Background: an optimization exercise with open tools, aiming at small area, a short achievable clock period and few clock cycles per item. Do not read the settings as production practice. Where RTL was checked, it was by simulation tests only, not by an equivalence proof against the original. For run 2, only the layout was checked, not whether the RTL still works. Power and IR drop assume default switching activity.

### flow/run.sh
#!/bin/bash
# synth_recipe.tcl (not shown) runs the flow's synth.tcl, then flattens the netlist and writes it again
# the make line also repeats each setting of config.mk as NAME=value (left out here)
make -C /OpenROAD-flow-scripts/flow DESIGN_CONFIG=/design/flow/config.mk WORK_HOME=/design/flow/orfs CLKGATE_MAP_FILE= SYNTH_SCRIPT=/design/flow/synth_recipe.tcl finish
### flow/config.mk
export PLATFORM = sky130hd
export DESIGN_NAME = ahbmx
export DESIGN_NICKNAME = ahbmx
export VERILOG_FILES = /design/flow/design.v
export SDC_FILE = /design/flow/constraint.sdc
export NUM_CORES = 4
export LEC_CHECK = 0
export CAP_MARGIN = 20
export CORE_MARGIN = 2
export CORE_UTILIZATION = 40
export PLACE_DENSITY = 0.6
export SETUP_SLACK_MARGIN = 2.0
export SLEW_MARGIN = 20
export SYNTH_HIERARCHICAL = 1
export SYNTH_MINIMUM_KEEP_SIZE = 0
### flow/constraint.sdc
create_clock -name core_clock -period 5.0 [get_ports {HCLK}]
set_input_delay 1.0000 -clock core_clock [delete_from_list [all_inputs] [get_ports {HCLK}]]
set_output_delay 1.0000 -clock core_clock [all_outputs]
set_load 0.01 [all_outputs]
### flow/design.v
package ahbmx_pkg;
  localparam int ADDR_W    = 32;    
  localparam int DATA_W    = 32;    
  localparam int MEM_WORDS = 64;    
  typedef enum logic [1:0] {
    IDLE   = 2'b00,
    BUSY   = 2'b01,
    NONSEQ = 2'b10,
    SEQ    = 2'b11
  } htrans_e;
  typedef enum logic {
    OKAY  = 1'b0,
    ERROR = 1'b1
  } hresp_e;
  typedef enum logic [2:0] {
    BYTE = 3'b000,
    HALF = 3'b001,
    WORD = 3'b010
  } hsize_e;
  typedef struct packed {
    logic              sel;
    logic [ADDR_W-1:0] addr;
    htrans_e           trans;
    logic              write;
    hsize_e            size;
  } ahb_addr_t;
  typedef struct packed {
    logic   readyout;
    hresp_e resp;
  } ahb_resp_t;
  typedef enum logic {
    IDLE_PHASE = 1'b0,
    DATA_PHASE = 1'b1
  } arb_state_e;
endpackage
`timescale 1ns/1ns
module ahbmx_out_stage
#(
  parameter int NBK = 4                   
)
(
  input  logic [NBK-1:0][31:0] brd,       
  input  logic [NBK-1:0]       bsel,      
  input  logic [3:0]           fwd0,      
  input  logic [3:0]           fwd1,      
  input  logic [31:0]          wdata0,
  input  logic [31:0]          wdata1,
  output logic [31:0]          rdata
);
  logic [31:0] rd;
  always_comb
  begin
    rd = '0;
    for (int b = 0; b < NBK; b++)
      rd = rd | (brd[b] & {32{bsel[b]}});
    for (int j = 0; j < 4; j++)
      rdata[j*8 +: 8] = fwd0[j] ? wdata0[j*8 +: 8] :
                        fwd1[j] ? wdata1[j*8 +: 8] : rd[j*8 +: 8];
  end
endmodule
`timescale 1ns/1ns
module ahbmx_sram
#(
  parameter int NW = 16                   
)
(
  input  logic [NW-1:0][31:0] words,
  input  logic [NW-1:0]       sel,        
  output logic [31:0]         rdata
);
  always_comb
  begin
    rdata = '0;
    for (int i = 0; i < NW; i++)
      rdata = rdata | (words[i] & {32{sel[i]}});
  end
endmodule
`timescale 1ns/1ns
module ahbmx
(
  input  logic        HCLK,
  input  logic        HRESETn,
  input  logic        m0_hsel,
  input  logic [31:0] m0_haddr,
  input  logic [1:0]  m0_htrans,
  input  logic        m0_hwrite,
  input  logic [2:0]  m0_hsize,
  input  logic [31:0] m0_hwdata,
  input  logic        m0_hready,
  output logic        m0_hreadyout,
  output logic        m0_hresp,
  output logic [31:0] m0_hrdata,
  input  logic        m1_hsel,
  input  logic [31:0] m1_haddr,
  input  logic [1:0]  m1_htrans,
  input  logic        m1_hwrite,
  input  logic [2:0]  m1_hsize,
  input  logic [31:0] m1_hwdata,
  input  logic        m1_hready,
  output logic        m1_hreadyout,
  output logic        m1_hresp,
  output logic [31:0] m1_hrdata
);
  localparam int BB  = 2;           
  localparam int NBK = 1 << BB;     
  localparam int WB  = 6 - BB;      
  localparam int NW  = 1 << WB;     
  logic [1:0]       sel;
  logic [1:0][31:0] addr;
  logic [1:0][1:0]  trans;
  logic [1:0]       write;
  logic [1:0][2:0]  size;
  logic [1:0][31:0] wdata;
  logic [1:0]       ready;
  assign sel   = {m1_hsel,   m0_hsel};
  assign addr  = {m1_haddr,  m0_haddr};
  assign trans = {m1_htrans, m0_htrans};
  assign write = {m1_hwrite, m0_hwrite};
  assign size  = {m1_hsize,  m0_hsize};
  assign wdata = {m1_hwdata, m0_hwdata};
  assign ready = {m1_hready, m0_hready};
  logic [1:0]       ro_q;       
  logic [1:0]       rs_q;       
  logic [1:0]       wait_q;     
  logic [1:0]       err1_q;     
  logic [1:0]       srv_q;      
  logic [1:0][5:0]  word_q;     
  logic [1:0][3:0]  be_q;       
  logic [1:0]       wr_q;       
  logic             prio_q;     
  logic [31:0] mem [64];
  logic [1:0]       acc;        
  logic [1:0]       inr;        
  logic [1:0]       cv;         
  logic [1:0][5:0]  cw;
  logic [1:0][3:0]  cbe;
  logic [1:0]       cwr;
  logic [1:0][3:0]  be_in;
  logic             clash;
  logic             win1;       
  logic [1:0]       go;
  always_comb
  begin
    for (int p = 0; p < 2; p++)
    begin
      acc[p] = sel[p] & trans[p][1] & ready[p];
      inr[p] = ~|addr[p][31:8];
      case (size[p])
        3'd0:    be_in[p] = 4'b0001 << addr[p][1:0];
        3'd1:    be_in[p] = addr[p][1] ? 4'b1100 : 4'b0011;
        default: be_in[p] = 4'b1111;
      endcase
      cv[p]  = wait_q[p] | (acc[p] & inr[p]);
      cw[p]  = wait_q[p] ? word_q[p] : addr[p][7:2];
      cbe[p] = wait_q[p] ? be_q[p]   : be_in[p];
      cwr[p] = wait_q[p] ? wr_q[p]   : write[p];
    end
    clash = cv[0] & cv[1] & (cwr[0] == cwr[1]) & (cw[0][BB-1:0] == cw[1][BB-1:0]);
    win1  = wait_q[1] | (~wait_q[0] & prio_q);
    go[0] = cv[0] & ~(clash & win1);
    go[1] = cv[1] & ~(clash & ~win1);
  end
  always_ff @(posedge HCLK)
  begin
    if (!HRESETn)
    begin
      ro_q   <= 2'b11;
      rs_q   <= 2'b00;
      wait_q <= 2'b00;
      err1_q <= 2'b00;
      srv_q  <= 2'b00;
      prio_q <= 1'b0;
    end
    else
    begin
      for (int p = 0; p < 2; p++)
      begin
        wait_q[p] <= cv[p] & ~go[p];
        srv_q[p]  <= go[p];
        err1_q[p] <= acc[p] & ~inr[p];
        if (acc[p] & ~inr[p])
        begin
          ro_q[p] <= 1'b0;                  
          rs_q[p] <= 1'b1;
        end
        else if (err1_q[p])
        begin
          ro_q[p] <= 1'b1;                  
          rs_q[p] <= 1'b1;
        end
        else
        begin
          ro_q[p] <= ~(cv[p] & ~go[p]);     
          rs_q[p] <= 1'b0;
        end
      end
      if (clash)
        prio_q <= ~win1;
    end
  end
  always_ff @(posedge HCLK)
  begin
    for (int p = 0; p < 2; p++)
    begin
      if (!wait_q[p])
      begin
        word_q[p] <= addr[p][7:2];
        be_q[p]   <= be_in[p];
        wr_q[p]   <= write[p];
      end
    end
  end
  logic [1:0]             wen;      
  logic [NBK-1:0][31:0]   bwd;      
  assign wen = srv_q & wr_q;
  always_comb
  begin
    for (int b = 0; b < NBK; b++)
      bwd[b] = (wen[1] && word_q[1][BB-1:0] == b) ? wdata[1] : wdata[0];
  end
  always_ff @(posedge HCLK)
  begin
    for (int i = 0; i < 64; i++)
      for (int j = 0; j < 4; j++)
        if ((wen[0] && word_q[0] == i && be_q[0][j]) ||
            (wen[1] && word_q[1] == i && be_q[1][j]))
          mem[i][j*8 +: 8] <= bwd[i % NBK][j*8 +: 8];
  end
  logic [1:0][NBK-1:0]   rdb;      
  logic [1:0][NW-1:0]    wdec;     
  logic [1:0][NBK-1:0]   bdec;     
  logic [NBK-1:0]        take1;    
  logic [NBK-1:0][NW-1:0] rsel;    
  logic [NBK-1:0][NW-1:0][31:0] bwords;
  logic [NBK-1:0][31:0]  brd;      
  logic [1:0][1:0][3:0]  fwd;      
  logic [1:0][31:0]      rdn;
  logic [1:0][31:0]      rdata_q;
  always_comb
  begin
    for (int p = 0; p < 2; p++)
    begin
      for (int b = 0; b < NBK; b++)
      begin
        bdec[p][b] = (cw[p][BB-1:0] == b);
        rdb[p][b]  = cv[p] & ~cwr[p] & bdec[p][b];
      end
      for (int i = 0; i < NW; i++)
        wdec[p][i] = (cw[p][5:BB] == i);
      for (int x = 0; x < 2; x++)
        fwd[p][x] = {4{wen[x] & (word_q[x] == cw[p])}} & be_q[x];
    end
    for (int b = 0; b < NBK; b++)
    begin
      take1[b] = rdb[1][b] & (~rdb[0][b] | win1);
      rsel[b]  = take1[b] ? wdec[1] : wdec[0];
      for (int i = 0; i < NW; i++)
        bwords[b][i] = mem[i*NBK + b];
    end
  end
  for (genvar b = 0; b < NBK; b++)
  begin : g_bank
    ahbmx_sram #(.NW(NW)) u_rd (.words(bwords[b]), .sel(rsel[b]), .rdata(brd[b]));
  end
  for (genvar p = 0; p < 2; p++)
  begin : g_port
    ahbmx_out_stage #(.NBK(NBK)) u_rd (
      .brd(brd), .bsel(bdec[p]), .fwd0(fwd[p][0]), .fwd1(fwd[p][1]),
      .wdata0(wdata[0]), .wdata1(wdata[1]), .rdata(rdn[p])
    );
  end
  always_ff @(posedge HCLK)
    rdata_q <= rdn;
  assign m0_hrdata = rdata_q[0];
  assign m1_hrdata = rdata_q[1];
  assign m0_hreadyout = ro_q[0];
  assign m0_hresp     = rs_q[0];
  assign m1_hreadyout = ro_q[1];
  assign m1_hresp     = rs_q[1];
endmodule
==> results.txt, run 1 <==
result of the run=no timing/DRC/antenna violations; layout overhead on the synthesized area=22.8%; initial antenna violation count=between 40 and 50; clk root buf=clkbuf_16; count of nets left with antenna violations after detail routing=0; number of synthesized flops with an enable pin=slightly above 2000; sequential cell area=63500 sq um; final-layout setup total negative slack=0 ns; slowest cell on the critical path=clkdlybuf4s50_1; hold violation total from the final report=0; top area cells in the synthesized netlist=edfxtp_1 (74%), a22o_1 (8.0%), a221oi_1 (5.3%); total I/O pin count=214; worst path cell trace=clkdlybuf4s50_1 -> mux2i_2 -> inv_1 -> nor2_1 -> buf_4 -> nand2_1 -> buf_4 -> mux2i_4 -> buf_12 -> a22o_1 -> a221oi_4 -> nand4_1 -> buf_6 -> a222oi_1 -> a31oi_1 -> buf_4; slew at the pin closest to its max-slew limit=around 1.2 ns; synthesized area=83700 sq um; Vias/cell=around 6.3; Initial DRC Count=around 8500; most common cell type on the critical path=buf_4; most numerous cell in the Yosys netlist=edfxtp_1; final wirelength=slightly below 300000 um; register bit total from synthesis=2145; total via count in the routed design=53300; number of buffers added by the clock tree synthesis step=between 200 and 250; post-synthesis cell count=between 4000 and 5000; count of buffers inserted at the top-level ports=between 200 and 250; Period minus WS final=roughly 4.2 ns; static power due to leakage=33.1 nW; TritonCTS clock tree=done; power density over the cells=~380 nW/um^2; layout cells sized above 1=0.258; endpoint type of the worst setup path=flip-flop; DRC violation count after routing=0; first-pass detailed-route iteration total=7; slew margin rel.=0.227; crit path kind=input pin to flip-flop; share of the clock period used by the worst path after layout=0.834; number of global-route vias before repair=roughly 50000; upper clock frequency limit=approximately 0.24 GHz; clock latency reported for the late side of the worst-skew pair=between 0.8 and 0.9 ns; synthesized area per cell=between 15 and 20 sq um; footprint of the multi-input gates=20600 sq um; CP required=approximately 5.7 ns; proportion of synthesized chip area in sequential cells=0.759; max-slew violation count=0; Setup Skew=about 0.036 ns; number of warning messages in the yosys log=10; final-stage net count=between 5000 and 6000; die extent in y=462 um; gpl congestion=0.984; number of different library cells in the post-synthesis netlist=47; predominant post-synthesis flop cell=edfxtp_1; remaining global-route overflow=0; global-route wire length before repair=about 400000 um; total of max-cap violations=0; core region area=between 200000 and 250000 sq um; most area-hungry cell type in the Yosys netlist=edfxtp_1; routed length per placed instance=35.2 um; arrival time of data at the critical path endpoint=about 5 ns; worst hold slack=roughly 0.48 ns; maximum number of buffers from clock root to sink=3; count of clock tree sinks=2145; Worst Hold Class=flip-flop to flip-flop; final-report setup violation count=0; largest net degree at the start of global routing=between 60 and 70; Pwr Total=~0.039 W; maximum level of the CTS H-tree=4; most numerous cell types in the synthesized netlist=edfxtp_1 (2056), a22o_1 (760), a221oi_1 (504); Post-Syn Nets=approximately 4900; worst IR drop on VDD=0.000303 V; type of origin of the critical path=input pin; Critical Path Fanout Max=4; unrepaired setup endpoints after global routing=yes; clock-pin slew on the worst setup and hold paths=approximately 0.06 ns; detailed placement HPWL=slightly above 200000 um; Initial Util=0.404; die area=~210000 sq um; post-synth top area share=0.737; share of synthesized flip-flops with an asynchronous set or reset=0; count of standard-cell rows=167; largest stage delay on the critical path=0.72 ns; Layout fillers=17000; gr usage total=0.272; Chip Width=462 um
## state kept, by name (all words and copies together), names as in the netlist
| signal | cells |
|---|---|
| wait_q | 2 |
| prio_q | 1 |
| srv_q | 2 |
| ro_q | 2 |
| word_q | 12 |
| be_q | 8 |
| rs_q | 2 |
| err1_q | 2 |
| mem | 2048 |
| wr_q | 2 |
| rdata_q | 64 |
## worst paths after layout
path,start,end,slack [ns],cells after the start
max,m0_haddr[6],rdata_q[51],0.83,16
min,err1_q[1],rs_q[1],0.48,1
max reg2reg,wait_q[1],rdata_q[51],0.85,18
min reg2reg,err1_q[1],rs_q[1],0.48,1
## metrics by stage
stage	std cells	setup WS [ns]	util	area, sq um
after floorplan	4759	1.40	-	84800
after global placement	7918	-0.569	0.451	93500
after detailed placement	7918	-0.513	0.451	93500
after CTS	8374	0.962	0.491	102000
after global routing	8403	0.852	0.495	103000
final	8428	0.831	0.496	103000
## power by group
group / total, W / internal [W] / switching (W)
clock: 0.0161 / 0.00922 / 0.00693
sequential: 0.0199 / 0.0198 / 0.000114
combinational: 0.00277 / 0.000984 / 0.00179
## critical path: cells and delay by family
family,cells,cell delay (ns)
AO/OA/AOI/OAI,4,1.01
multiplexers,2,0.30
AND/OR/NAND/NOR,3,0.72
buffers and inverters,7,1.86
## metal layers
layer  GRT usage  part of all wire
met5           0           0.00058
met3      0.0739              0.11
met4       0.146             0.058
met1       0.353              0.38
met2       0.415              0.45
## cell type report
class                   instances  area share
clock inverters               122      0.0137
multi-input cells            2258       0.200
diodes                         37    0.000900
repair buffers                775      0.0777
clock buffers                 268      0.0543
flip-flops and latches       2145       0.618
well taps                    2788      0.0339
inverters                      35     0.00128
## cells in the final DEF, fill, tap and decap left out, drive strengths merged, types with 4 or more instances in the layout
cell type,n
dlygate4sd2,42
nand3,21
a222oi,64
o211ai,4
nand4,136
nand2b,8
nand2,122
o21ai,16
buf,558
bufinv,25
clkbuf,272
clkinv,83
or3b,8
nor4,16
edfxtp,2056
nor2b,10
xor2,8
xnor2,19
nor3,14
mux2i,79
mux2,128
diode,37
a31oi,68
clkdlybuf4s50,158
dfxtp,89
inv,40
o22ai,57
clkinvlp,9
clkdlybuf4s15,7
a22o,768
a221oi,512
nor2,181
dlymetal6s2s,4
## repair_timing
action / 4_1_cts / 5_1_grt
cloned: 7 / 4
gates resized for setup: 235 / 138
setup buffers: 59 / 13
endpoints found under the setup margin: 1717 / 1119
hold endpoints to repair: 0 / 0
pin swaps: 86 / 83
hold buffers: 0 / 0
## cells by family after synthesis
group / after synthesis / share of synthesized area
muxes: 206 / 0.0270
xor gates and xnor gates: 27 / 0.00282
buffers and inverters: 357 / 0.0266
DFF: 2145 / 0.759
and+or+nand+nor: 527 / 0.0305
AOI/OAI and AO/OA: 1497 / 0.154
Testbench counts, summed over its fixed seeds: cycles 4,279, items 8,000.
==> run 2, diff against run 1 <==
--- a/flow/design.v
+++ b/flow/design.v
@@ -35,44 +35,2 @@
 endpackage
-`timescale 1ns/1ns
-module ahbmx_out_stage
-#(
-  parameter int NBK = 4                   
-)
-(
-  input  logic [NBK-1:0][31:0] brd,       
-  input  logic [NBK-1:0]       bsel,      
-  input  logic [3:0]           fwd0,      
-  input  logic [3:0]           fwd1,      
-  input  logic [31:0]          wdata0,
-  input  logic [31:0]          wdata1,
-  output logic [31:0]          rdata
-);
-  logic [31:0] rd;
-  always_comb
-  begin
-    rd = '0;
-    for (int b = 0; b < NBK; b++)
-      rd = rd | (brd[b] & {32{bsel[b]}});
-    for (int j = 0; j < 4; j++)
-      rdata[j*8 +: 8] = fwd0[j] ? wdata0[j*8 +: 8] :
-                        fwd1[j] ? wdata1[j*8 +: 8] : rd[j*8 +: 8];
-  end
-endmodule
-`timescale 1ns/1ns
-module ahbmx_sram
-#(
-  parameter int NW = 16                   
-)
-(
-  input  logic [NW-1:0][31:0] words,
-  input  logic [NW-1:0]       sel,        
-  output logic [31:0]         rdata
-);
-  always_comb
-  begin
-    rdata = '0;
-    for (int i = 0; i < NW; i++)
-      rdata = rdata | (words[i] & {32{sel[i]}});
-  end
-endmodule
 `timescale 1ns/1ns
@@ -130,2 +88,3 @@
   logic             prio_q;     
+  logic [NBK-1:0][WB-1:0] raddr_q;   
   logic [31:0] mem [64];
@@ -212,2 +171,12 @@
   end
+  always_ff @(posedge HCLK)
+  begin
+    for (int b = 0; b < NBK; b++)
+    begin
+      if (go[1] & ~cwr[1] & (cw[1][BB-1:0] == b))
+        raddr_q[b] <= cw[1][5:BB];
+      else
+        raddr_q[b] <= cw[0][5:BB];
+    end
+  end
   logic [1:0]             wen;      
@@ -228,49 +197,10 @@
   end
-  logic [1:0][NBK-1:0]   rdb;      
-  logic [1:0][NW-1:0]    wdec;     
-  logic [1:0][NBK-1:0]   bdec;     
-  logic [NBK-1:0]        take1;    
-  logic [NBK-1:0][NW-1:0] rsel;    
-  logic [NBK-1:0][NW-1:0][31:0] bwords;
-  logic [NBK-1:0][31:0]  brd;      
-  logic [1:0][1:0][3:0]  fwd;      
-  logic [1:0][31:0]      rdn;
-  logic [1:0][31:0]      rdata_q;
+  logic [NBK-1:0][31:0] brd;
   always_comb
   begin
-    for (int p = 0; p < 2; p++)
-    begin
-      for (int b = 0; b < NBK; b++)
-      begin
-        bdec[p][b] = (cw[p][BB-1:0] == b);
-        rdb[p][b]  = cv[p] & ~cwr[p] & bdec[p][b];
-      end
-      for (int i = 0; i < NW; i++)
-        wdec[p][i] = (cw[p][5:BB] == i);
-      for (int x = 0; x < 2; x++)
-        fwd[p][x] = {4{wen[x] & (word_q[x] == cw[p])}} & be_q[x];
-    end
     for (int b = 0; b < NBK; b++)
-    begin
-      take1[b] = rdb[1][b] & (~rdb[0][b] | win1);
-      rsel[b]  = take1[b] ? wdec[1] : wdec[0];
-      for (int i = 0; i < NW; i++)
-        bwords[b][i] = mem[i*NBK + b];
-    end
-  end
-  for (genvar b = 0; b < NBK; b++)
-  begin : g_bank
-    ahbmx_sram #(.NW(NW)) u_rd (.words(bwords[b]), .sel(rsel[b]), .rdata(brd[b]));
-  end
-  for (genvar p = 0; p < 2; p++)
-  begin : g_port
-    ahbmx_out_stage #(.NBK(NBK)) u_rd (
-      .brd(brd), .bsel(bdec[p]), .fwd0(fwd[p][0]), .fwd1(fwd[p][1]),
-      .wdata0(wdata[0]), .wdata1(wdata[1]), .rdata(rdn[p])
-    );
-  end
-  always_ff @(posedge HCLK)
-    rdata_q <= rdn;
-  assign m0_hrdata = rdata_q[0];
-  assign m1_hrdata = rdata_q[1];
+      brd[b] = mem[{raddr_q[b], BB'(b)}];
+  end
+  assign m0_hrdata = brd[word_q[0][BB-1:0]];
+  assign m1_hrdata = brd[word_q[1][BB-1:0]];
   assign m0_hreadyout = ro_q[0];
--- a/flow/config.mk
+++ b/flow/config.mk
@@ -11,5 +11,2 @@
 export PLACE_DENSITY = 0.6
-export SETUP_SLACK_MARGIN = 2.0
 export SLEW_MARGIN = 20
-export SYNTH_HIERARCHICAL = 1
-export SYNTH_MINIMUM_KEEP_SIZE = 0
==> results.txt, run 2 <==
crit path kind=flip-flop to primary output; total via count in the routed design=62000 (+16%); number of warning messages in the yosys log=2 (-8); final-layout setup total negative slack=-0.579 ns (-0.579 ns); synthesized area=87100 sq um (+4.0%); register with the highest flop count=mem; most numerous cell types in the synthesized netlist=edfxtp_1 (2056), a22o_1 (350), nor2_1 (346); final instance area=104000 sq um (+1.1%); CP required=4.00 ns (-1.74 ns); reg-to-reg critical path startpoint=word_q[0]; post-route insts no fill=9257 (+9.8%); total of max-cap violations=0 (unchanged); DRC violation count after routing=0 (unchanged); slew margin rel.=0.190 (-0.0367); die area=221000 sq um (+4.0%); type of origin of the critical path=flip-flop; total I/O pin count=214 (unchanged); most frequent standard cell in the layout excluding fill and tap cells=edfxtp_1; core region area=217000 sq um (+4.5%); main combinational cell family by area after synthesis=compound AO/OA/AOI/OAI gates; initial antenna violation count=33 (-23%); Setup Skew=0.0467 ns (+0.0104 ns); unrepaired setup endpoints after global routing=yes; number of flip-flops in the largest register=2048 (unchanged); result of the run=failed layout checks; clk root buf=clkbuf_16; launch point of the critical path=raddr_q[9]; number of different library cells in the post-synthesis netlist=79 (+68%); number of buffers added by the clock tree synthesis step=212 (+1.4%); TritonCTS clock tree=done; layout overhead on the synthesized area=19.4%; Pwr Total=0.0389 W (+0.21%); count of standard-cell rows=171 (+2.4%); multiplexer share of the synthesized area=0.0669 (+0.0399); remaining global-route overflow=0 (unchanged); Period minus WS final=5.13 ns (+0.963 ns); arrival time of data at the critical path endpoint=4.13 ns (-0.78 ns); first-pass detailed-route iteration total=6 (-1); post-synthesis share of cell area spent on full adders, half adders and majority gates=0 (unchanged); worst path setup slack after routing=-0.132 ns (-0.963 ns); sw power=0.00975 W (+10%); routed length per placed instance=40.7 um (+16%); maximum level of the CTS H-tree=4 (unchanged); Layout fillers=18400 (+8.2%); fraction of the mapped netlist area in compound gates=0.137 (-0.0175); biggest registers after layout=mem (2048), raddr_q (16), word_q (12); power density over the cells=374 nW/um^2 (-0.90%); global-route wire length before repair=501000 um (+25%); relative contribution of combinational cells to total power=0.098 (+0.027); share of the clock period used by the worst path after layout=1.03 (+0.193); synthesized area per cell=15.5 sq um (-12%); Initial Util=0.402 (-0.00169); slew at the pin closest to its max-slew limit=1.22 ns (+0.0591 ns); Post-Syn Nets=5756 (+17%); area fraction in and, or, nand and nor cells after synthesis=0.0569 (+0.0264); relative contribution of sequential cells to total power=0.498 (-0.014); final-stage net count=6344 (+14%); clock-pin slew on the worst setup and hold paths=0.06 ns (about the same); endpoint type of the worst setup path=primary output; Sw Share=0.251 (+0.0232); XOR/XNOR share of the synthesized area=0.000201 (-0.00262); predominant post-synthesis flop cell=edfxtp_1; hold path startpoint=prio_q; gr usage total=0.331 (+0.0591); count of clock tree sinks=2097 (-2.2%); Critical Path Fanout Max=24 (+20); number of synthesized flops with an enable pin=2056 (unchanged); die extent in y=471 um (+2.0%); layout cells sized above 1=0.210 (-0.0487); upper clock frequency limit=0.195 GHz (-19%); post-synthesis cell count=5610 (+18%); Initial DRC Count=10500 (+24%); Vias/cell=6.70 (+5.9%); placed instance area=94900 sq um (+1.5%); post-synth top area share=0.709 (-0.0285); worst IR drop on VDD=0.000394 V (+30%); count of buffers inserted at the top-level ports=211 (unchanged); count of nets left with antenna violations after detail routing=0 (unchanged); clock latency reported for the late side of the worst-skew pair=0.90 ns (+0.02 ns); Chip Width=471 um (+2.0%); detailed placement HPWL=259000 um (+25%); static power due to leakage=34.0 nW (+2.6%); Fail Reasons=negative setup slack; gpl congestion=1.02 (+3.4%); maximum number of buffers from clock root to sink=3 (unchanged); most area-hungry cell type in the Yosys netlist=edfxtp_1; hold violation total from the final report=0 (unchanged); share of synthesized flip-flops with an asynchronous set or reset=0 (unchanged); most frequent cells in the layout=edfxtp_1 (2056), buf_4 (484), a22o_1 (350), nor2_1 (326), a22oi_1 (260); proportion of synthesized chip area in sequential cells=0.718 (-0.0404); Worst Hold Class=flip-flop to flip-flop; number of global-route vias before repair=58100 (+15%); register bit total from synthesis=2097 (-2.2%); top area cells in the synthesized netlist=edfxtp_1 (71%), a22o_1 (3.5%), mux2i_1 (2.9%); max-slew violation count=0 (unchanged); most numerous cell in the Yosys netlist=edfxtp_1; final wirelength=377000 um (+27%); largest net degree at the start of global routing=65 (unchanged); internal power contribution=0.0291 W (-2.8%); number of placed instances, taps included=8729 (+10%); fraction of power consumed by the clock network=0.404 (-0.012); final-report setup violation count=13 (+13)
==> run 2: layer usage <==
layer,track usage,part of all wire
met1,0.421,0.35
met2,0.487,0.43
met3,0.0954,0.13
met4,0.229,0.083
met5,0,0.00050
==> run 2: final timing paths <==
kind	cells after the start	slack [ns]	end
max	11	-0.13	m1_hrdata[28]
min reg2reg	2	0.45	prio_q
min	2	0.45	prio_q
max reg2reg	8	0.76	raddr_q[9]
==> run 2: critical path, stage by stage (launching register included) <==
cell	delay (ns)
dfxtp_4	0.42
buf_4	0.16
buf_6	0.18
nor3b_1	0.51
buf_4	0.23
a32o_1	0.12
o21ai_0	0.08
a31oi_1	0.27
buf_4	0.21
a22oi_2	0.11
o211ai_1	0.31
clkdlybuf4s50_1	0.64
==> run 2: power groups by stage <==
stage / logic [W] / clock network, W / registers [W]
6_report: 0.00381 / 0.0157 / 0.0194
5_1_grt: 0.00379 / 0.0163 / 0.0193
4_1_cts: 0.00358 / 0.0157 / 0.0194
3_5_place_dp: 0.00334 / 0 / 0.0198
3_3_place_gp: 0.00332 / 0 / 0.0198
2_1_floorplan: 0.00141 / 0 / 0.0197
==> run 2: timing repair <==
item | CTS | global route
pin swaps | 13 | 7
setup endpoints to repair | 64 | 48
gates resized for setup | 202 | 90
hold buffers | 0 | 0
buffers inserted | 77 | 30
gates cloned | 0 | 0
==> run 2: cell type report <==
class,count,area (sq um),share of cell area
Clock buffer,278,5570,0.0536
Tap cell,2854,3570,0.0343
Inverter,43,173,0.00166
Timing Repair Buffer,781,7110,0.0683
Multi-Input combinational cell,3063,23700,0.228
Clock inverter,114,1140,0.0110
Sequential cell,2097,62600,0.602
Antenna cell,27,67.6,0.000650
==> run 2: through the flow <==
stage	setup slack, ns	hold WS, ns	utilization
final	-0.132	0.448	0.480
after global routing	-0.0877	0.496	0.480
after CTS	-0.168	0.452	0.476
after detailed placement	0.219	0.445	0.438
after global placement	0.180	0.438	0.438
after floorplan	1.79	0.426	-
==> run 2: cells by family after synthesis <==
kind of cell	count (synthesis)
AO/OA/AOI/OAI	1551
XOR/XNOR	2
buffers and inverters	450
flip-flops	2097
multiplexers	506
AND/OR/NAND/NOR	1004
==> run 3, diff against run 2 <==
--- a/flow/design.v
+++ b/flow/design.v
@@ -35,2 +35,36 @@
 endpackage
+`timescale 1ns/1ns
+module ahbmx_out_stage
+#(
+  parameter int NBK = 4                   
+)
+(
+  input  logic [NBK-1:0][31:0] brd,       
+  input  logic [NBK-1:0]       bsel,      
+  output logic [31:0]          rdata
+);
+  always_comb
+  begin
+    rdata = '0;
+    for (int b = 0; b < NBK; b++)
+      rdata = rdata | (brd[b] & {32{bsel[b]}});
+  end
+endmodule
+`timescale 1ns/1ns
+module ahbmx_sram
+#(
+  parameter int NW = 16                   
+)
+(
+  input  logic [NW-1:0][31:0] words,
+  input  logic [NW-1:0]       sel,        
+  output logic [31:0]         rdata
+);
+  always_comb
+  begin
+    rdata = '0;
+    for (int i = 0; i < NW; i++)
+      rdata = rdata | (words[i] & {32{sel[i]}});
+  end
+endmodule
 `timescale 1ns/1ns
@@ -88,3 +122,4 @@
   logic             prio_q;     
-  logic [NBK-1:0][WB-1:0] raddr_q;   
+  logic             win1_q;     
+  logic [1:0][3:0]  hrb_q;      
   logic [31:0] mem [64];
@@ -93,2 +128,3 @@
   logic [1:0]       cv;         
+  logic [1:0]       ok;         
   logic [1:0][5:0]  cw;
@@ -100,2 +136,5 @@
   logic [1:0]       go;
+  logic [1:0]       haz;        
+  logic [1:0]       blk;        
+  logic [1:0]       wen;        
   always_comb
@@ -111,3 +150,3 @@
       endcase
-      cv[p]  = wait_q[p] | (acc[p] & inr[p]);
+      cv[p]  = wait_q[p] | acc[p];          
       cw[p]  = wait_q[p] ? word_q[p] : addr[p][7:2];
@@ -116,6 +155,14 @@
     end
+    for (int p = 0; p < 2; p++)
+    begin
+      ok[p]  = wait_q[p] | inr[p];
+      haz[p] = ~cwr[p] & ((wen[0] & (word_q[0] == cw[p])) |
+                          (wen[1] & (word_q[1] == cw[p])));
+    end
+    for (int p = 0; p < 2; p++)
+      blk[p] = cwr[p] & wait_q[1-p] & ~wr_q[1-p] & haz[1-p] & (word_q[1-p] == cw[p]);
     clash = cv[0] & cv[1] & (cwr[0] == cwr[1]) & (cw[0][BB-1:0] == cw[1][BB-1:0]);
-    win1  = wait_q[1] | (~wait_q[0] & prio_q);
-    go[0] = cv[0] & ~(clash & win1);
-    go[1] = cv[1] & ~(clash & ~win1);
+    win1  = win1_q;
+    go[0] = cv[0] & ~(clash & win1)  & ~haz[0] & ~blk[0];
+    go[1] = cv[1] & ~(clash & ~win1) & ~haz[1] & ~blk[1];
   end
@@ -131,2 +178,3 @@
       prio_q <= 1'b0;
+      win1_q <= 1'b0;
     end
@@ -136,4 +184,4 @@
       begin
-        wait_q[p] <= cv[p] & ~go[p];
-        srv_q[p]  <= go[p];
+        wait_q[p] <= cv[p] & ~go[p] & ok[p];
+        srv_q[p]  <= go[p] & ok[p];
         err1_q[p] <= acc[p] & ~inr[p];
@@ -157,2 +205,4 @@
         prio_q <= ~win1;
+      win1_q <= (cv[1] & ~go[1] & ok[1]) |
+                (~(cv[0] & ~go[0] & ok[0]) & (clash ? ~win1 : prio_q));
     end
@@ -168,2 +218,4 @@
         wr_q[p]   <= write[p];
+        for (int b = 0; b < NBK; b++)
+          hrb_q[p][b] <= ~write[p] & (addr[p][2 +: BB] == b);
       end
@@ -171,13 +223,2 @@
   end
-  always_ff @(posedge HCLK)
-  begin
-    for (int b = 0; b < NBK; b++)
-    begin
-      if (go[1] & ~cwr[1] & (cw[1][BB-1:0] == b))
-        raddr_q[b] <= cw[1][5:BB];
-      else
-        raddr_q[b] <= cw[0][5:BB];
-    end
-  end
-  logic [1:0]             wen;      
   logic [NBK-1:0][31:0]   bwd;      
@@ -197,10 +238,43 @@
   end
-  logic [NBK-1:0][31:0] brd;
-  always_comb
-  begin
+  logic [1:0][NBK-1:0]   rdb;      
+  logic [1:0][NW-1:0]    wdec;     
+  logic [1:0][NBK-1:0]   bdec;     
+  logic [NBK-1:0]        take1;    
+  logic [NBK-1:0][NW-1:0] rsel;    
+  logic [NBK-1:0][NW-1:0][31:0] bwords;
+  logic [NBK-1:0][31:0]  brd;      
+  always_comb
+  begin
+    for (int p = 0; p < 2; p++)
+    begin
+      for (int b = 0; b < NBK; b++)
+      begin
+        bdec[p][b] = (cw[p][BB-1:0] == b);
+        rdb[p][b]  = wait_q[p] ? hrb_q[p][b]
+                               : acc[p] & ~write[p] & (addr[p][2 +: BB] == b);
+      end
+      for (int i = 0; i < NW; i++)
+        wdec[p][i] = (cw[p][5:BB] == i);
+    end
     for (int b = 0; b < NBK; b++)
-      brd[b] = mem[{raddr_q[b], BB'(b)}];
-  end
-  assign m0_hrdata = brd[word_q[0][BB-1:0]];
-  assign m1_hrdata = brd[word_q[1][BB-1:0]];
+    begin
+      take1[b] = rdb[1][b] & (~rdb[0][b] | win1);
+      rsel[b]  = take1[b] ? wdec[1] : wdec[0];
+      for (int i = 0; i < NW; i++)
+        bwords[b][i] = mem[i*NBK + b];
+    end
+  end
+  for (genvar b = 0; b < NBK; b++)
+  begin : g_bank
+    ahbmx_sram #(.NW(NW)) u_rd (.words(bwords[b]), .sel(rsel[b]), .rdata(brd[b]));
+  end
+  logic [NBK-1:0][31:0]  brd_q;
+  logic [1:0][NBK-1:0]   bsel_q;
+  always_ff @(posedge HCLK)
+  begin
+    brd_q  <= brd;
+    bsel_q <= bdec;
+  end
+  ahbmx_out_stage #(.NBK(NBK)) u_rd0 (.brd(brd_q), .bsel(bsel_q[0]), .rdata(m0_hrdata));
+  ahbmx_out_stage #(.NBK(NBK)) u_rd1 (.brd(brd_q), .bsel(bsel_q[1]), .rdata(m1_hrdata));
   assign m0_hreadyout = ro_q[0];
==> flow/flow/run.sh (new file) <==
#!/bin/bash
# Standard layout (the standard.sh), with two changes:
#  - the port buffers are plain buf cells instead of the delay cells that
#    buffer_ports picks by default; every port still gets a buffer;
#  - clock tree synthesis clusters more sinks per leaf buffer and inserts no
#    dummy loads. The tree stays balanced.
# The whole ORFS output goes to standard_flow.log; each step's log is kept
# under orfs/logs.
set -euo pipefail
export BUFFER_PORTS_ARGS="-buffer_cell sky130_fd_sc_hd__buf_2"
export CTS_ARGS="-sink_clustering_enable -repair_clock_nets -dont_use_dummy_load -sink_clustering_size 24 -sink_clustering_max_diameter 80"
bash standard.sh > standard_flow.log 2>&1
==> flow/standard.sh (new file) <==
#!/bin/bash
# synth_recipe.tcl (not shown) runs the flow's synth.tcl, then flattens the netlist and writes it again
# the make line also repeats each setting of config.mk as NAME=value (left out here)
make -C /OpenROAD-flow-scripts/flow DESIGN_CONFIG=/design/flow/config.mk WORK_HOME=/design/flow/orfs CLKGATE_MAP_FILE= SYNTH_SCRIPT=/design/flow/synth_recipe.tcl "${@:-finish}"
--- a/flow/config.mk
+++ b/flow/config.mk
@@ -9,4 +9,7 @@
 export CORE_MARGIN = 2
-export CORE_UTILIZATION = 40
-export PLACE_DENSITY = 0.6
+export CORE_UTILIZATION = 60
+export PLACE_DENSITY = 0.75
+export SETUP_SLACK_MARGIN = 2.5
 export SLEW_MARGIN = 20
+export SYNTH_HIERARCHICAL = 1
+export SYNTH_MINIMUM_KEEP_SIZE = 0
removed: flow/run.sh
==> results.txt, run 3 <==
result of the run=no timing/DRC/antenna violations; post-synth top area share=0.731 (+0.0218); count of buffers inserted at the top-level ports=211 (unchanged); static power due to leakage=32.8 nW (-3.5%); post-synthesis cell count=4759 (-15%); layout overhead on the synthesized area=19.6%; count of standard-cell rows=137 (-20%); share of the clock period used by the worst path after layout=0.640 (-0.386); Post-Syn Nets=4905 (-15%); number of different library cells in the post-synthesis netlist=51 (-35%); synthesized area per cell=17.8 sq um (+15%); placed instance area=88600 sq um (-6.7%); number of global-route vias before repair=51400 (-12%); number of warning messages in the yosys log=10 (+8); type of origin of the critical path=flip-flop; upper clock frequency limit=0.312 GHz (+60%); endpoint type of the worst setup path=primary output; number of synthesized flops with an enable pin=2064 (+0.39%); Setup Skew=0.0642 ns (+0.0175 ns); most frequent standard cell in the layout excluding fill and tap cells=edfxtp_1; final-stage net count=5337 (-16%); maximum number of buffers from clock root to sink=3 (unchanged); main combinational cell family by area after synthesis=compound AO/OA/AOI/OAI gates; synthesized area=84800 sq um (-2.6%); XOR/XNOR share of the synthesized area=0.00279 (+0.00259); Sw Share=0.234 (-0.0173); count of clock tree sinks=2226 (+6.2%); TritonCTS clock tree=done; power density over the cells=323 nW/um^2 (-14%); proportion of synthesized chip area in sequential cells=0.769 (+0.0506); final wirelength=309000 um (-18%); r2r endpoint=brd_q[0]; final-report setup violation count=0 (-13); predominant post-synthesis flop cell=edfxtp_1; global-route wire length before repair=401000 um (-20%); gr usage total=0.402 (+0.0708); reg-to-reg critical path startpoint=wait_q[0]; clk root buf=clkbuf_16; fraction of the mapped netlist area in compound gates=0.147 (+0.0100); final-layout setup total negative slack=0 ns (+0.579 ns); Critical Path Fanout Max=2 (-92%); Period minus WS final=3.20 ns (-1.93 ns); detailed placement HPWL=176000 um (-32%); internal power contribution=0.0251 W (-14%); slew margin rel.=0.246 (+0.0565); clock latency reported for the late side of the worst-skew pair=0.80 ns (-0.10 ns); layout cells sized above 1=0.370 (+0.161); total of max-cap violations=0 (unchanged); total I/O pin count=214 (unchanged); CP required=4.00 ns (about the same); multiplexer share of the synthesized area=0.0267 (-0.0402); relative contribution of sequential cells to total power=0.637 (+0.139); destination of the critical timing path=m1_hrdata[2]; biggest registers after layout=mem (2048), brd_q (128), word_q (12); relative contribution of combinational cells to total power=0.079 (-0.019); clock-pin slew on the worst setup and hold paths=0.10 ns (+0.04 ns); Initial Util=0.606 (+0.205); Initial DRC Count=10100 (-4.0%); area fraction in and, or, nand and nor cells after synthesis=0.0289 (-0.0280); worst IR drop on VDD=0.000289 V (-27%); number of buffers added by the clock tree synthesis step=105 (-50%); worst-case reg-to-reg path depth=9 (+1); total via count in the routed design=55500 (-11%); routed length per placed instance=43.4 um (+6.5%); slew at the pin closest to its max-slew limit=1.13 ns (-0.0848 ns); number of flip-flops in the largest register=2048 (unchanged); Chip Width=380 um (-19%); hold violation total from the final report=0 (unchanged); arrival time of data at the critical path endpoint=2.20 ns (-1.93 ns); share of synthesized flip-flops with an asynchronous set or reset=0 (unchanged); maximum level of the CTS H-tree=3 (-1); first-pass detailed-route iteration total=7 (+1); fraction of power consumed by the clock network=0.285 (-0.119); most frequent cells in the layout=edfxtp_1 (2064), a22o_1 (503), a221oi_2 (364), a22o_2 (205), buf_2 (193); register with the highest flop count=mem; initial antenna violation count=32 (-3.0%); unrepaired setup endpoints after global routing=yes; top area cells in the synthesized netlist=edfxtp_1 (73%), a22o_1 (7.8%), a221oi_1 (5.2%); core region area=140000 sq um (-35%); register bit total from synthesis=2226 (+6.2%); die extent in y=380 um (-19%); footprint of the multi-input gates=23300 sq um (-1.8%); max-slew violation count=0 (unchanged); launch point of the critical path=brd_q[66]; most numerous cell types in the synthesized netlist=edfxtp_1 (2064), a22o_1 (760), a221oi_1 (504); gpl congestion=1.02 (+0.15%); Register-to-Register Setup Slack=1.95 ns (+1.19 ns); Layout fillers=7841 (-57%); most numerous cell in the Yosys netlist=edfxtp_1; die area=144000 sq um (-35%); post-synthesis share of cell area spent on full adders, half adders and majority gates=0 (unchanged); remaining global-route overflow=0 (unchanged); largest net degree at the start of global routing=65 (unchanged); count of nets left with antenna violations after detail routing=0 (unchanged); final instance area=101000 sq um (-2.4%); Worst Hold Class=flip-flop to flip-flop; most area-hungry cell type in the Yosys netlist=edfxtp_1; sequential cell area=65300 sq um (+4.3%); DRC violation count after routing=0 (unchanged); Vias/cell=7.78 (+16%); sw power=0.00765 W (-22%); crit path kind=flip-flop to primary output; number of hold buffers added after CTS=0 (unchanged)
==> run 3: cell count changes after synthesis, moves of 137 or more <==
cell / before / now
a22oi_1: 271 / 128
nor2_1: 346 / 180
a221oi_1: 60 / 504
mux2i_1: 250 / 71
a21oi_1: 138 / 1
a22o_1: 350 / 760
==> run 3: cell type report <==
type / instances / area share
diodes: 70 / 0.00173
well taps: 1876 / 0.0231
clock buffers: 105 / 0.0259
multi-input cells: 2193 / 0.230
repair buffers: 642 / 0.0751
flip-flops and latches: 2226 / 0.643
inverters: 23 / 0.000925
==> run 3: stage by stage <==
| stage | setup WS, ns | utilization | total power [W] | hold slack, ns | cells |
|---|---|---|---|---|---|
| floorplan | 1.96 | - | 0.0219 | 0.422 | 4759 |
| global placement | 0.804 | 0.633 | 0.0229 | 0.440 | 6671 |
| detailed placement | 0.735 | 0.633 | 0.0230 | 0.450 | 6673 |
| CTS | 2.03 | 0.703 | 0.0321 | 0.462 | 6990 |
| global route | 1.89 | 0.724 | 0.0331 | 0.489 | 7087 |
| finish | 1.80 | 0.725 | 0.0327 | 0.461 | 7135 |
==> run 3: power groups by stage <==
| stage | clock [W] | sequential [W] | combinational [W] |
|---|---|---|---|
| floorplan | 0 | 0.0209 | 0.000965 |
| global placement | 0 | 0.0212 | 0.00176 |
| detailed placement | 0 | 0.0212 | 0.00180 |
| CTS | 0.00909 | 0.0208 | 0.00220 |
| global route | 0.00972 | 0.0208 | 0.00257 |
| finish | 0.00932 | 0.0209 | 0.00257 |
==> run 3: how the worst min path moves through the flow <==
| stage | endpoint | cells after the start | start |
|---|---|---|---|
| after CTS | rs_q[0] | 2 | err1_q[0] |
| final | rs_q[0] | 2 | err1_q[0] |
| after global routing | brd_q[115] | 2 | mem[51][19] |
| after detailed placement | rs_q[0] | 2 | err1_q[0] |
| after floorplan | rs_q[0] | 2 | err1_q[0] |
| after global placement | rs_q[0] | 2 | err1_q[0] |
==> run 3: kinds of logic (layout without fill, tap and decap cells) <==
| kind of cell | count (synthesis) | after routing |
|---|---|---|
| XOR/XNOR | 27 | 27 |
| AND/OR/NAND/NOR | 517 | 517 |
| flip-flops | 2226 | 2226 |
| AO/OA/AOI/OAI | 1442 | 1442 |
| buffers and inverters | 341 | 770 |
| other | 0 | 70 |
| multiplexers | 206 | 207 |
==> run 3: worst max-delay path, stage by stage, from the launching register on <==
cell     delay, ns
dfxtp_1       0.46
a22oi_2       0.62
nand2_1       0.15
buf_2         0.18
==> run 3: per-layer routing <==
metal  part of all wire  vias to the layer above  track usage  routed length, um
li1                   -                    21100            -                  -
met1               0.32                    27500        0.501              97600
met2               0.43                     5436        0.575             132000
met3               0.17                     1401        0.173              52600
met4              0.087                       30        0.258              27000
met5             0.0018                        -       0.0175                567
==> run 3: timing repair <==
action,CTS,global route
endpoints found under the setup margin,2695,1739
pin swaps,173,165
cloned,37,21
resized for setup,1037,382
buffers inserted,175,54
Testbench counts of run 3, summed over its fixed seeds: cycles 4,338, items 8,000.
==> run 4, diff against run 3 <==
--- a/flow/config.mk
+++ b/flow/config.mk
@@ -11,3 +11,3 @@
 export PLACE_DENSITY = 0.75
-export SETUP_SLACK_MARGIN = 2.5
+export SETUP_SLACK_MARGIN = 2.0
 export SLEW_MARGIN = 20
==> results.txt, run 4 <==
static power due to leakage=29.7 nW (-9.4%); count of buffers inserted at the top-level ports=211 (unchanged); Initial Util=0.606 (unchanged); most frequent cells in the layout=edfxtp_1 (2064), a22o_1 (749), a221oi_1 (428), buf_2 (209), nor2_1 (173); final-report setup violation count=0 (unchanged); global-route wire length before repair=372000 um (-7.1%); routed length per placed instance=39.6 um (-8.6%); main combinational cell family by area after synthesis=compound AO/OA/AOI/OAI gates; number of warning messages in the yosys log=10 (unchanged); synthesized area per cell=17.8 sq um (unchanged); final-stage net count=5164 (-3.2%); Period minus WS final=3.16 ns (-0.0448 ns); CP required=5.44 ns (+1.44 ns); hold violation total from the final report=0 (unchanged); type of origin of the critical path=input pin; number of buffers added by the clock tree synthesis step=105 (unchanged); core region area=140000 sq um (unchanged); total via count in the routed design=52300 (-5.8%); layout cells sized above 1=0.207 (-0.164); final wirelength=276000 um (-11%); fraction of the mapped netlist area in compound gates=0.147 (unchanged); share of the clock period used by the worst path after layout=0.631 (-0.00896); predominant post-synthesis flop cell=edfxtp_1; Post-Syn Nets=4905 (unchanged); Hold Path Stages=2 (unchanged); upper clock frequency limit=0.317 GHz (+1.4%); clk root buf=clkbuf_16; power density over the cells=341 nW/um^2 (+5.8%); reg-to-reg critical path startpoint=wait_q[0]; most numerous cell in the Yosys netlist=edfxtp_1; die area=144000 sq um (unchanged); biggest registers after layout=mem (2048), brd_q (128), word_q (12); post-synth top area share=0.731 (unchanged); maximum number of buffers from clock root to sink=3 (unchanged); Hold Crit Endpoint=brd_q[106]; share of synthesized flip-flops with an asynchronous set or reset=0 (unchanged); Initial DRC Count=8815 (-13%); multiplexer share of the synthesized area=0.0267 (unchanged); slowest cell on the critical path=nand4_1; number of flip-flops in the largest register=2048 (unchanged); final-layout setup total negative slack=0 ns (unchanged); number of different library cells in the post-synthesis netlist=51 (unchanged); post-synthesis cell count=4759 (unchanged); result of the run=no timing/DRC/antenna violations; endpoint type of the worst setup path=flip-flop; worst-case reg-to-reg path depth=11 (+2); most numerous cell types in the synthesized netlist=edfxtp_1 (2064), a22o_1 (760), a221oi_1 (504); count of standard-cell rows=137 (unchanged); crit path kind=input pin to flip-flop; maximum level of the CTS H-tree=3 (unchanged); count of nets left with antenna violations after detail routing=0 (unchanged); Critical Path Fanout Max=10 (+8); first-pass detailed-route iteration total=6 (-1); arrival time of data at the critical path endpoint=3.60 ns (+1.40 ns); gpl congestion=0.972 (-4.6%); area fraction in and, or, nand and nor cells after synthesis=0.0289 (unchanged); r2r endpoint=brd_q[59]; placed instance area=88400 sq um (-0.15%); clock-pin slew on the worst setup and hold paths=0.09 ns (about the same); worst path cell trace=buf_2 -> nand3_4 -> buf_4 -> o41ai_4 -> o21ai_4 -> buf_12 -> buf_4 -> mux2i_4 -> buf_12 -> a22o_1 -> a221oi_1 -> nand4_1; XOR/XNOR share of the synthesized area=0.00279 (unchanged); gr usage total=0.371 (-0.0305); total I/O pin count=214 (unchanged); proportion of synthesized chip area in sequential cells=0.769 (unchanged); Vias/cell=7.52 (-3.3%); Register-to-Register Setup Slack=1.85 ns (-0.10 ns); slew at the pin closest to its max-slew limit=1.16 ns (+0.0262 ns); most frequent standard cell in the layout excluding fill and tap cells=edfxtp_1; register with the highest flop count=mem; worst IR drop on VDD=0.000313 V (+8.4%); Chip Width=380 um (unchanged); number of synthesized flops with an enable pin=2064 (unchanged); final instance area=93900 sq um (-7.4%); number of global-route vias before repair=48700 (-5.2%); count of clock tree sinks=2226 (unchanged); detailed placement HPWL=174000 um (-0.78%); clock latency reported for the late side of the worst-skew pair=0.77 ns (-0.03 ns); slew margin rel.=0.226 (-0.0202); most area-hungry cell type in the Yosys netlist=edfxtp_1; remaining global-route overflow=0 (unchanged); top area cells in the synthesized netlist=edfxtp_1 (73%), a22o_1 (7.8%), a221oi_1 (5.2%); unrepaired setup endpoints after global routing=yes; largest net degree at the start of global routing=65 (unchanged); max-slew violation count=0 (unchanged); initial antenna violation count=41 (+28%); layout overhead on the synthesized area=10.7%; TritonCTS clock tree=done; Setup Skew=0.0632 ns (-0.000971 ns); post-synthesis share of cell area spent on full adders, half adders and majority gates=0 (unchanged); total of max-cap violations=0 (unchanged); synthesized area=84800 sq um (unchanged); die extent in y=380 um (unchanged); register bit total from synthesis=2226 (unchanged); hold path startpoint=mem[51][10]; largest stage delay on the critical path=0.48 ns (-0.14 ns); DRC violation count after routing=0 (unchanged); Worst Hold Class=flip-flop to flip-flop; number of hold buffers added after CTS=0 (unchanged)
[run 4: cell count changes in the layout (fill, tap and decap cells not counted), moves of 60 or more]
cell,before,now
a221oi_1,107,428
a22o_2,205,19
buf_6,94,27
buf_12,125,63
a221oi_2,364,83
a22o_4,60,0
a22o_1,503,749
[run 4: where the power goes]
group	switching, W	total [W]	leakage (nW)	internal [W]
clock	0.00542	0.00917	1.29	0.00374
combinational	0.00144	0.00207	8.50	0.000637
sequential	0.000366	0.0208	19.9	0.0204
[run 4: timing repair]
action	in CTS	in global routing
gates resized for setup	155	116
gates cloned	3	2
setup buffers	103	19
pin swaps	13	26
hold endpoints to repair	0	0
endpoints found under the setup margin	1572	714
[run 4: cell families (layout without fill, tap and decap cells)]
group | Yosys count | after routing
flip-flops | 2226 | 2226
AO/OA/AOI/OAI | 1442 | 1442
AND/OR/NAND/NOR | 517 | 517
buffers and inverters | 341 | 596
multiplexers | 206 | 208
XOR/XNOR | 27 | 27
other | 0 | 63
[run 4: layout make-up]
class                   count  area [sq um]
clock buffers             105          2630
inverters                  23          86.3
well taps                1876          2350
repair buffers            468          3990
diodes                     63           158
flip-flops and latches   2226         65300
multi-input cells        2194         19400
fillers                  9074         46000
[run 4: worst max path at each step]
| stage | startpoint | to | slack (ns) | cells after the start |
|---|---|---|---|---|
| floorplan | m1_haddr[3] | brd_q[21] | 1.96 | 10 |
| global placement | m1_hready | brd_q[25] | 0.76 | 12 |
| CTS | bsel_q[3] | m0_hrdata[14] | 1.90 | 4 |
| detailed placement | m1_hready | brd_q[25] | 0.74 | 12 |
| global route | m1_hready | brd_q[58] | 1.87 | 12 |
| finish | m1_hready | brd_q[59] | 1.84 | 12 |
[run 4: critical path: cells and delay by family]
kind                   cells  cell delay (ns)
buffers and inverters      5             0.79
muxes                      1             0.19
and+or+nand+nor            2             0.60
AOI/OAI and AO/OA          4             0.98
[run 4: routing by layer]
metal	wire length, um	track usage
met1	93500	0.472
met2	120000	0.533
met3	42600	0.153
met4	19000	0.222
met5	421	0.0202
[run 4: per-stage QoR]
step | setup slack [ns] | util | power [W] | std cells | hold WS [ns]
6_report | 1.84 | 0.671 | 0.0321 | 6955 | 0.460
5_1_grt | 1.87 | 0.670 | 0.0326 | 6905 | 0.474
4_1_cts | 1.90 | 0.665 | 0.0317 | 6870 | 0.466
3_5_place_dp | 0.742 | 0.632 | 0.0230 | 6659 | 0.454
3_3_place_gp | 0.764 | 0.632 | 0.0229 | 6659 | 0.438
2_1_floorplan | 1.96 | - | 0.0219 | 4759 | 0.422
==> run 5, diff against run 4 <==
--- a/flow/config.mk
+++ b/flow/config.mk
@@ -9,4 +9,4 @@
 export CORE_MARGIN = 2
-export CORE_UTILIZATION = 60
-export PLACE_DENSITY = 0.75
+export CORE_UTILIZATION = 50
+export PLACE_DENSITY = 0.7
 export SETUP_SLACK_MARGIN = 2.0
==> results.txt, run 5 <==
most area-hungry cell type in the Yosys netlist=edfxtp_1; post-synthesis cell count=4759 (unchanged); share of the clock period used by the worst path after layout=0.625 (-0.00631); Chip Width=416 um (+9.4%); crit path kind=flip-flop to flip-flop; fraction of power consumed by the clock network=0.288 (+0.002); sw power=0.00689 W (-4.7%); result of the run=no timing/DRC/antenna violations; biggest registers after layout=mem (2048), brd_q (128), word_q (12); routed length per placed instance=33.0 um (-17%); r2r endpoint=mem[20][2]; slew at the pin closest to its max-slew limit=1.28 ns (+0.121 ns); total of max-cap violations=0 (unchanged); clock-pin slew on the worst setup and hold paths=0.10 ns (about the same); remaining global-route overflow=0 (unchanged); number of synthesized flops with an enable pin=2064 (unchanged); post-route insts no fill=7162 (+3.0%); Layout fillers=12700 (+40%); maximum number of buffers from clock root to sink=3 (unchanged); TritonCTS clock tree=done; reg-to-reg critical path startpoint=word_q[2]; maximum level of the CTS H-tree=3 (unchanged); number of different library cells in the post-synthesis netlist=51 (unchanged); worst-case reg-to-reg path depth=4 (-7); largest net degree at the start of global routing=65 (unchanged); Initial DRC Count=5939 (-33%); upper clock frequency limit=0.320 GHz (+1.0%); Hold Crit Endpoint=rs_q[0]; final-stage net count=5078 (-1.7%); first-pass detailed-route iteration total=10 (+4); Setup Skew=0.0648 ns (+0.00156 ns); clk root buf=clkbuf_16; number of placed instances, taps included=6966 (+4.6%); max-slew violation count=0 (unchanged); final-report setup violation count=0 (unchanged); DRC violation count after routing=0 (unchanged); Vias/cell=6.69 (-11%); global-route wire length before repair=332000 um (-11%); final wirelength=237000 um (-14%); hold path startpoint=err1_q[0]; detailed placement HPWL=167000 um (-3.9%); count of standard-cell rows=151 (+10%); unrepaired setup endpoints after global routing=yes; predominant post-synthesis flop cell=edfxtp_1; count of buffers inserted at the top-level ports=211 (unchanged); Sw Share=0.218 (-0.00793); layout cells sized above 1=0.172 (-0.0345); Register-to-Register Setup Slack=1.88 ns (+0.03 ns); final-layout setup total negative slack=0 ns (unchanged); relative contribution of sequential cells to total power=0.654 (+0.005); post-synth top area share=0.731 (unchanged); top area cells in the synthesized netlist=edfxtp_1 (73%), a22o_1 (7.8%), a221oi_1 (5.2%); Worst Hold Class=flip-flop to flip-flop; worst IR drop on VDD=0.000321 V (+2.3%); static power due to leakage=29.1 nW (-2.0%); Pwr Total=0.0317 W (-1.2%); Post-Syn Nets=4905 (unchanged); Hold Path Stages=2 (unchanged); total I/O pin count=214 (unchanged); Initial Util=0.502 (-0.104); most frequent standard cell in the layout excluding fill and tap cells=edfxtp_1; relative contribution of combinational cells to total power=0.058 (-0.007); number of global-route vias before repair=46300 (-4.9%); CP required=5.39 ns (-0.05 ns); die extent in y=416 um (+9.4%); gr usage total=0.267 (-0.104); most frequent cells in the layout=edfxtp_1 (2064), a22o_1 (759), a221oi_1 (449), buf_2 (208), nor2_1 (168); Period minus WS final=3.12 ns (-0.0315 ns); endpoint type of the worst setup path=flip-flop; fraction of the core area covered by cells at the end of the flow=0.549 (-0.122); number of buffers added by the clock tree synthesis step=105 (unchanged); most numerous cell in the Yosys netlist=edfxtp_1; share of synthesized flip-flops with an asynchronous set or reset=0 (unchanged); internal power contribution=0.0248 W (-0.24%); die area=173000 sq um (+20%); register bit total from synthesis=2226 (unchanged); proportion of synthesized chip area in sequential cells=0.769 (unchanged); hold violation total from the final report=0 (unchanged); clock latency reported for the late side of the worst-skew pair=0.74 ns (-0.03 ns); synthesized area=84800 sq um (unchanged); Critical Path Fanout Max=10 (unchanged); worst hold slack=0.464 ns (+0.00361 ns); number of warning messages in the yosys log=10 (unchanged); count of nets left with antenna violations after detail routing=0 (unchanged); slew margin rel.=0.149 (-0.0776); arrival time of data at the critical path endpoint=3.51 ns (-0.09 ns); layout overhead on the synthesized area=9.39%; synthesized area per cell=17.8 sq um (unchanged); core region area=169000 sq um (+21%); number of flip-flops in the largest register=2048 (unchanged); gpl congestion=0.951 (-2.2%); power density over the cells=341 nW/um^2 (about the same); most numerous cell types in the synthesized netlist=edfxtp_1 (2064), a22o_1 (760), a221oi_1 (504); register with the highest flop count=mem; count of clock tree sinks=2226 (unchanged); total via count in the routed design=47900 (-8.4%); type of origin of the critical path=flip-flop; initial antenna violation count=19 (-54%)
[run 5: cell counts after synthesis]
Identical to the previous run, type by type.
[run 5: area by class of cell]
cell class / instances / area, sq um / area share
multi-input cells: 2202 / 19200 / 0.206
well taps: 2218 / 2780 / 0.0299
diodes: 14 / 35.0 / 0.000378
clock buffers: 105 / 2630 / 0.0283
inverters: 23 / 86.3 / 0.000930
repair buffers: 374 / 2860 / 0.0309
flip-flops and latches: 2226 / 65300 / 0.703
[run 5: kinds of logic after synthesis]
group | share of synthesized area
AO/OA/AOI/OAI | 0.147
XOR/XNOR | 0.00279
buffers and inverters | 0.0259
flip-flops | 0.769
multiplexers | 0.0267
AND/OR/NAND/NOR | 0.0289
[run 5: worst max path at each step]
| stage | to | cells past startpoint | slack, ns | startpoint |
|---|---|---|---|---|
| after floorplan | brd_q[21] | 10 | 1.96 | m1_haddr[3] |
| after global placement | brd_q[127] | 9 | 0.78 | m0_htrans[1] |
| after detailed placement | brd_q[127] | 9 | 0.72 | m0_htrans[1] |
| after CTS | brd_q[35] | 11 | 1.93 | m1_hwrite |
| after global routing | brd_q[124] | 10 | 1.98 | wait_q[1] |
| final | mem[20][2] | 4 | 1.88 | word_q[2] |
[run 5: metal layers]
layer	vias to the layer above	track usage	routed length, um
li1	20500	-	-
met1	24500	0.325	84700
met2	2366	0.454	117000
met3	564	0.0470	18800
met4	4	0.146	15500
met5	-	0.00500	102
[run 5: metrics by stage]
step | instance area (sq um) | setup slack (ns)
2_1_floorplan | 85200 | 1.96
6_report | 92800 | 1.88
3_3_place_gp | 88500 | 0.779
3_5_place_dp | 88500 | 0.716
5_1_grt | 92800 | 1.98
4_1_cts | 92200 | 1.93
[run 5: what timing repair did]
item                                    CTS  global route
pin swaps                                 5             5
endpoints found under the setup margin  297           219
resized for setup                       106            58
cloned                                   10             0
endpoints found under the hold margin     0             0
setup buffers                            41            26
hold buffers                              0             0
[run 5: worst max-delay path, stage by stage, from the launching register on]
cell and delay [ns]:
dfxtp_2 0.66, nor2b_1 0.74, nand2_1 0.32, nor2_1 0.38, a22o_1 0.67
[run 5: power by group through the flow]
stage	registers [W]	logic [W]	clock network [W]
2_1_floorplan	0.0209	0.000959	0
3_3_place_gp	0.0211	0.00162	0
3_5_place_dp	0.0211	0.00167	0
4_1_cts	0.0207	0.00175	0.00912
5_1_grt	0.0207	0.00191	0.00971
6_report	0.0207	0.00183	0.00912
==> run 6, diff against run 5 <==
--- a/flow/config.mk
+++ b/flow/config.mk
@@ -11,3 +11,3 @@
 export PLACE_DENSITY = 0.7
-export SETUP_SLACK_MARGIN = 2.0
+export SETUP_SLACK_MARGIN = 2.2
 export SLEW_MARGIN = 20
==> results.txt, run 6 <==
synthesized area per cell=17.8 sq um (unchanged); die area=173000 sq um (unchanged); top area cells in the synthesized netlist=edfxtp_1 (73%), a22o_1 (7.8%), a221oi_1 (5.2%); worst IR drop on VDD=0.000306 V (-4.6%); footprint of the multi-input gates=22000 sq um (+15%); crit path kind=input pin to flip-flop; type of origin of the critical path=input pin; Layout fillers=12000 (-5.7%); result of the run=no timing/DRC/antenna violations; static power due to leakage=31.7 nW (+8.6%); final-layout setup total negative slack=0 ns (unchanged); post-route insts no fill=7371 (+2.9%); number of placed instances, taps included=7012 (+0.66%); layout overhead on the synthesized area=16.7%; share of synthesized flip-flops with an asynchronous set or reset=0 (unchanged); Setup Skew=0.0870 ns (+0.0222 ns); Worst Hold Class=flip-flop to flip-flop; final wirelength=284000 um (+20%); post-synthesis cell count=4759 (unchanged); clock-pin slew on the worst setup and hold paths=0.09 ns (about the same); clock latency reported for the late side of the worst-skew pair=0.79 ns (+0.05 ns); count of buffers inserted at the top-level ports=211 (unchanged); slew at the pin closest to its max-slew limit=1.08 ns (-0.198 ns); arrival time of data at the critical path endpoint=3.66 ns (+0.15 ns); Critical Path Fanout Max=7 (-3); maximum number of buffers from clock root to sink=3 (unchanged); number of global-route vias before repair=49300 (+6.4%); total via count in the routed design=52700 (+10%); Period minus WS final=3.12 ns (-0.00753 ns); sw power=0.00748 W (+8.7%); final instance area=99000 sq um (+6.7%); slew margin rel.=0.281 (+0.132); count of nets left with antenna violations after detail routing=0 (unchanged); DRC violation count after routing=0 (unchanged); power density over the cells=328 nW/um^2 (-3.7%); total I/O pin count=214 (unchanged); global-route wire length before repair=377000 um (+14%); gpl congestion=1.03 (+8.8%); most area-hungry cell type in the Yosys netlist=edfxtp_1; max-slew violation count=0 (unchanged); remaining global-route overflow=0 (unchanged); Initial DRC Count=8789 (+48%); fraction of the core area covered by cells at the end of the flow=0.586 (+0.0369); TritonCTS clock tree=done; final-report setup violation count=0 (unchanged); hold violation total from the final report=0 (unchanged); sequential cell area=65300 sq um (about the same); worst path setup slack after routing=1.88 ns (+0.00753 ns); most numerous cell in the Yosys netlist=edfxtp_1; number of warning messages in the yosys log=10 (unchanged); proportion of synthesized chip area in sequential cells=0.769 (unchanged); post-synth top area share=0.731 (unchanged); Vias/cell=7.15 (+6.9%); relative contribution of sequential cells to total power=0.641 (-0.013); maximum level of the CTS H-tree=3 (unchanged); synthesized area=84800 sq um (unchanged); largest net degree at the start of global routing=65 (unchanged); most frequent standard cell in the layout excluding fill and tap cells=edfxtp_1; CP required=5.54 ns (+0.15 ns); gr usage total=0.312 (+0.0446); relative contribution of combinational cells to total power=0.074 (+0.016); biggest registers after layout=mem (2048), brd_q (128), word_q (12); number of synthesized flops with an enable pin=2064 (unchanged); most frequent cells in the layout=edfxtp_1 (2064), a22o_1 (683), a221oi_2 (272), a221oi_1 (208), buf_4 (178); clk root buf=clkbuf_16; core region area=169000 sq um (unchanged); placed instance area=89000 sq um (+0.54%); number of flip-flops in the largest register=2048 (unchanged); fraction of power consumed by the clock network=0.285 (-0.003); first-pass detailed-route iteration total=8 (-2); layout cells sized above 1=0.302 (+0.130); count of clock tree sinks=2226 (unchanged); upper clock frequency limit=0.321 GHz (+0.24%); share of the clock period used by the worst path after layout=0.623 (-0.00151); routed length per placed instance=38.5 um (+17%); die extent in y=416 um (unchanged); Place WS=0.798 ns (+0.0816 ns); count of standard-cell rows=151 (unchanged); detailed placement HPWL=181000 um (+8.4%); predominant post-synthesis flop cell=edfxtp_1; number of different library cells in the post-synthesis netlist=51 (unchanged); number of buffers added by the clock tree synthesis step=105 (unchanged); most numerous cell types in the synthesized netlist=edfxtp_1 (2064), a22o_1 (760), a221oi_1 (504); internal power contribution=0.0250 W (+1.1%); final-stage net count=5295 (+4.3%); initial antenna violation count=14 (-5); unrepaired setup endpoints after global routing=yes; Sw Share=0.230 (+0.0126); total of max-cap violations=0 (unchanged); endpoint type of the worst setup path=flip-flop; Post-Syn Nets=4905 (unchanged); register with the highest flop count=mem; Initial Util=0.502 (unchanged); register bit total from synthesis=2226 (unchanged); Chip Width=416 um (unchanged)
[run 6: worst max-delay path: stages]
cell	delay [ns]
buf_6	0.11
nand2b_1	0.22
o41ai_4	0.55
o21ai_4	0.15
buf_12	0.17
buf_16	0.15
mux2i_4	0.29
buf_6	0.19
a22o_1	0.23
a221oi_4	0.24
nand4_1	0.34
[run 6: cell type report]
type	instances	share of cell area
well taps	2218	0.0280
inverters	23	0.000872
multi-input cells	2200	0.222
clock buffers	105	0.0265
repair buffers	593	0.0633
diodes	6	0.000152
flip-flops and latches	2226	0.659
[run 6: metal layers]
metal / GRT usage / part of all wire / routed length, um / up-vias
met2: 0.485 / 0.45 / 128000 / 4051
met4: 0.208 / 0.093 / 26300 / 8
met1: 0.382 / 0.33 / 93600 / 26600
met5: 0.00111 / 0.00018 / 50 / -
li1: - / - / - / 20900
met3: 0.0892 / 0.13 / 35600 / 1094
[run 6: path summary, 6_finish.rpt]
check,startpoint,end,slack (ns),cells past startpoint
max,m1_hwrite,brd_q[88],1.88,11
min,err1_q[0],rs_q[0],0.45,2
max reg2reg,wait_q[1],brd_q[88],1.92,11
min reg2reg,err1_q[0],rs_q[0],0.45,2
[run 6: cells by family after synthesis]
| group | Yosys count | synth area share |
|---|---|---|
| buf+inv | 341 | 0.0259 |
| simple gates | 517 | 0.0289 |
| compound gates | 1442 | 0.147 |
| xor+xnor | 27 | 0.00279 |
| mux | 206 | 0.0267 |
| flops | 2226 | 0.769 |
[run 6: timing repair]
item                                    4_1_cts  5_1_grt
endpoints found under the hold margin         0        0
resized for setup                           463      434
hold buffers                                  0        0
setup buffers                               160       43
endpoints found under the setup margin     1214     1196
pin swaps                                    87      143
gates cloned                                 22       21
[run 6: power groups by stage]
stage          clock, W  combinational [W]  sequential [W]
6_report        0.00927            0.00241          0.0208
4_1_cts         0.00918            0.00209          0.0208
3_3_place_gp          0            0.00174          0.0212
3_5_place_dp          0            0.00177          0.0212
2_1_floorplan         0           0.000962          0.0209
5_1_grt         0.00978            0.00244          0.0208
[run 6: metrics by stage]
step,hold slack [ns],power (W)
2_1_floorplan,0.422,0.0219
3_3_place_gp,0.443,0.0229
3_5_place_dp,0.447,0.0230
4_1_cts,0.461,0.0321
5_1_grt,0.494,0.0330
6_report,0.453,0.0325

separate check: timing with driven ports:
Ports are ideal in the flow. The routed layouts listed here were re-timed in OpenROAD.
Step 1 assumes that a clkbuf_16 drives the clock port and a buf_2 every other input.
Step 2 moves the port delays by t, midway between the first and last clock arrival at a register: inputs arrive t later, outputs are due t later. That takes back most of the time a late clock gives input paths.
Slacks: no drivers / after step 1 / after step 2; pairs: no drivers / after step 1.
| run | t (ns) | setup slack, ns | slew at the worst register clock pin (ns) |
|---|---|---|---|
| run 1 | 0.941 | 0.831 / 0.845 / -0.061 | 0.07 / 0.07 |
| run 2 | 0.972 | -0.132 / -0.224 / 0.090 | 0.08 / 0.08 |
| run 3 | 0.855 | 1.800 / 1.715 / 1.010 | 0.10 / 0.10 |
| run 4 | 0.829 | 1.844 / 1.844 / 1.073 | 0.10 / 0.10 |
| run 5 | 0.800 | 1.876 / 1.876 / 1.316 | 0.10 / 0.10 |
| run 6 | 0.836 | 1.883 / 1.870 / 1.034 | 0.10 / 0.10 |
Met with ideal ports but missed after step 2: setup timing in run 1. For run 1, which loses most, drivers alone change the setup slack by +0.014 ns; drivers and shift together by -0.892 ns.
